What follows belongs to an exercise in optimizing a design on an open flow for small area; a production flow would make more cautious choices. In this exercise RTL edits were held to simulation tests only and were not proved equivalent to the original. Power is estimated from default activity; no workload was simulated.

==> flow/design.v <==
module data_mem_responder #(
  parameter int LATENCY = 4,
  parameter int DEPTH   = 32
) (
  input  logic        clk_i,
  input  logic        rst_i,
  input  logic        req_i,
  input  logic        we_i,
  input  logic [31:0] addr_i,
  input  logic [31:0] wdata_i,
  output logic        ack_o,
  output logic [31:0] rdata_o,
  output logic        busy_o,
  output logic        err_o
);
  localparam int NTAP = 8;
  localparam int SEG  = DEPTH / NTAP;
  logic [2:0]  st;
  logic        we_q;
  logic        fault_q;
  logic [4:0]  idx_q;
  logic [4:0]  rot;
  logic        swept;     
  logic [31:0] buf_q;
  logic [31:0] ring  [DEPTH];
  logic        idle;
  logic        accept;
  logic        in_fault;
  logic [4:0]  cur_idx;
  logic [4:0]  s;
  logic [2:0]  tap_nx;
  logic        clr_nx;
  assign idle     = (st == 3'd0);
  assign accept   = idle && req_i;
  assign in_fault = (addr_i[1:0] != 2'b00) || (addr_i[31:7] != '0);
  assign cur_idx  = idle ? addr_i[6:2] : idx_q;
  assign s        = cur_idx + rot + 5'd1;
  assign tap_nx   = s[4:2] + 3'd1;
  assign clr_nx   = !swept && (rot[4:2] == 3'd0) && (rot[1:0] != 2'b11);
  logic wr_nx;
  logic rd_nx;
  assign wr_nx = (s[1:0] == 2'b11) &&
                 (accept ? (we_i && !in_fault)
                         : (we_q && !fault_q && (st == 3'd1 || st == 3'd2 || st == 3'd3)));
  assign rd_nx = (s[1:0] == 2'b11) &&
                 (accept ? !we_i : (!idle && !we_q && st != 3'd4));
  logic [NTAP-1:0] tw;
  logic [NTAP-1:0] tk;
  logic [NTAP-1:0] rsel;
  logic [31:0] tap_d [NTAP];
  always_comb begin
    for (int k = 0; k < NTAP; k++) begin
      if (k % 2 == 0)
        tap_d[k] = ~((ring[(k * SEG + DEPTH - 1) % DEPTH] | {32{tw[k]}})
                   & (~buf_q | {32{tk[k]}}));
      else
        tap_d[k] = ~((ring[(k * SEG + DEPTH - 1) % DEPTH] & {32{tk[k]}})
                   | (buf_q & {32{tw[k]}}));
    end
  end
  logic [31:0] rd_word;
  logic        hit;
  always_comb begin
    rd_word = '0;
    for (int k = 0; k < NTAP; k++) begin
      if (k % 2 == 1)
        rd_word = rd_word | (~tap_d[k] & {32{rsel[k]}});
      else
        rd_word = rd_word | (tap_d[k] & {32{rsel[k]}});
    end
  end
  assign hit = |rsel;
  logic ld_w;
  logic buf_en;
  assign ld_w   = accept && we_i;
  assign buf_en = accept || (hit && !ack_o);
  assign busy_o  = rst_i && (!idle || req_i);
  assign ack_o   = (st == 3'd4);
  assign rdata_o = (buf_q | rd_word) & {32{ack_o && !we_q && !fault_q}};
  always_ff @(posedge clk_i or negedge rst_i) begin
    if (!rst_i) begin
      st    <= 3'd0;
      err_o <= 1'b0;
      rot   <= '0;
      swept <= 1'b0;
      rsel  <= '0;
      for (int k = 0; k < NTAP; k++) begin
        tw[k] <= (k % 2 == 0);
        tk[k] <= (k % 2 == 0);
      end
    end else begin
      rot <= rot + 5'd1;
      if (rot == 5'd3) swept <= 1'b1;
      if (accept) st <= 3'd1;
      else if (!idle) st <= (st == 3'd4) ? 3'd0 : st + 3'd1;
      err_o <= (st == 3'd3) && fault_q;
      for (int k = 0; k < NTAP; k++) begin
        rsel[k] <= rd_nx && (tap_nx == 3'(k));
        if (k % 2 == 0) begin
          tw[k] <= (wr_nx && (tap_nx == 3'(k))) || clr_nx;
          tk[k] <= !(wr_nx && (tap_nx == 3'(k)));
        end else begin
          tw[k] <= wr_nx && (tap_nx == 3'(k));
          tk[k] <= !(wr_nx && (tap_nx == 3'(k))) && !clr_nx;
        end
      end
    end
  end
  always_ff @(posedge clk_i) begin
    if (accept) begin
      we_q    <= we_i;
      fault_q <= in_fault;
      idx_q   <= addr_i[6:2];
    end
    if (buf_en) buf_q <= rd_word | (wdata_i & {32{ld_w}});
  end
  always_ff @(posedge clk_i) begin
    for (int j = 0; j < DEPTH; j++) begin
      if (j % SEG == 0)
        ring[j] <= tap_d[j / SEG];
      else
        ring[j] <= ring[(j + DEPTH - 1) % DEPTH];
    end
  end
endmodule
==> flow/config.mk <==
export PLATFORM = sky130hd
export DESIGN_NAME = data_mem_responder
export DESIGN_NICKNAME = data_mem_responder
export VERILOG_FILES = /design/flow/design.v
export SDC_FILE = /design/flow/constraint.sdc
export NUM_CORES = 4
export LEC_CHECK = 0
export CAP_MARGIN = 20
export CORE_MARGIN = 2
export CORE_UTILIZATION = 70
export SLEW_MARGIN = 20
==> flow/constraint.sdc <==
create_clock -name core_clock -period 5.0 [get_ports {clk_i}]
set_input_delay 1.0000 -clock core_clock [delete_from_list [all_inputs] [get_ports {clk_i}]]
set_output_delay 1.0000 -clock core_clock [all_outputs]
set_load 0.01 [all_outputs]
standard.sh (not shown) runs the stock make flow with config.mk's settings and CLKGATE_MAP_FILE= SYNTH_SCRIPT=/design/flow/synth_recipe.tcl, a recipe that flattens the netlist after the stock synthesis.
==> flow/flow/run.sh <==
#!/bin/bash
# Own layout flow: the standard flow (standard.sh) with two changes:
#  - CTS without dummy loads, built from larger clkbuf_8 sink clusters;
#  - port buffers use buf_1 instead of the default choice.
# standard.sh's full output goes to standard.log; ORFS's per-step logs stay in orfs/logs.
set -e
export CTS_ARGS="-sink_clustering_enable -repair_clock_nets -dont_use_dummy_load -buf_list sky130_fd_sc_hd__clkbuf_8 -sink_clustering_size 20 -sink_clustering_max_diameter 50"
export BUFFER_PORTS_ARGS="-buffer_cell sky130_fd_sc_hd__buf_1"
bash standard.sh > standard.log 2>&1
==> next run, changes <==
--- a/flow/design.v
+++ b/flow/design.v
@@ -113,5 +113,5 @@
       idx_q   <= addr_i[6:2];
     end
-    if (buf_en) buf_q <= rd_word | (wdata_i & {32{ld_w}});
+    buf_q <= rd_word | (wdata_i & {32{ld_w}}) | (buf_q & {32{!buf_en}});
   end
   always_ff @(posedge clk_i) begin
=> Hold slack gets worse by 4.9 ps. Routed wire length rose by 2.9%. First-iteration DRC count rose by 9.1%. Setup slack gets worse by 11 ps. Die area fell by 0.62%. Area after synthesis fell by 0.63%. Global-route usage rose by 0.52 points. Count of clock-buffer cells in the layout does not change. Total power fell by 2.1%. Clock skew fell by 24 ps. Design area fell by 0.64%. Fmax is about the same. Non-clock buffer count rose by 1. Final cell count barely changes.

re-timing with driven ports:
The flow's constraints put no driver on any port. The routed layouts listed below were extracted and timed again, unchanged, in two steps. Step 1 sets driving cells, clkbuf_16 on the clock port and buf_2 on the other inputs (assumed; they add their load-dependent delay and slew). Step 2 adds t to the input delays and takes it off the output delays; t is the mean of the earliest and latest rising clock arrival at the registers after step 1. Input paths then give back, and output paths get back, about the clock's delay inside the block. Slacks: ideal / step 1 / step 2; pairs: ideal / step 1.
run	t (ns)	setup WS [ns]	latest minus earliest clock arrival (ns)	slew at the worst register clock pin (ns)
the first run	0.681	0.729 / 0.676 / 1.357	0.069 / 0.069	0.11 / 0.11
the second run	0.683	0.718 / 0.662 / 1.345	0.043 / 0.042	0.12 / 0.12
After both steps setup and hold are still met in every run listed.
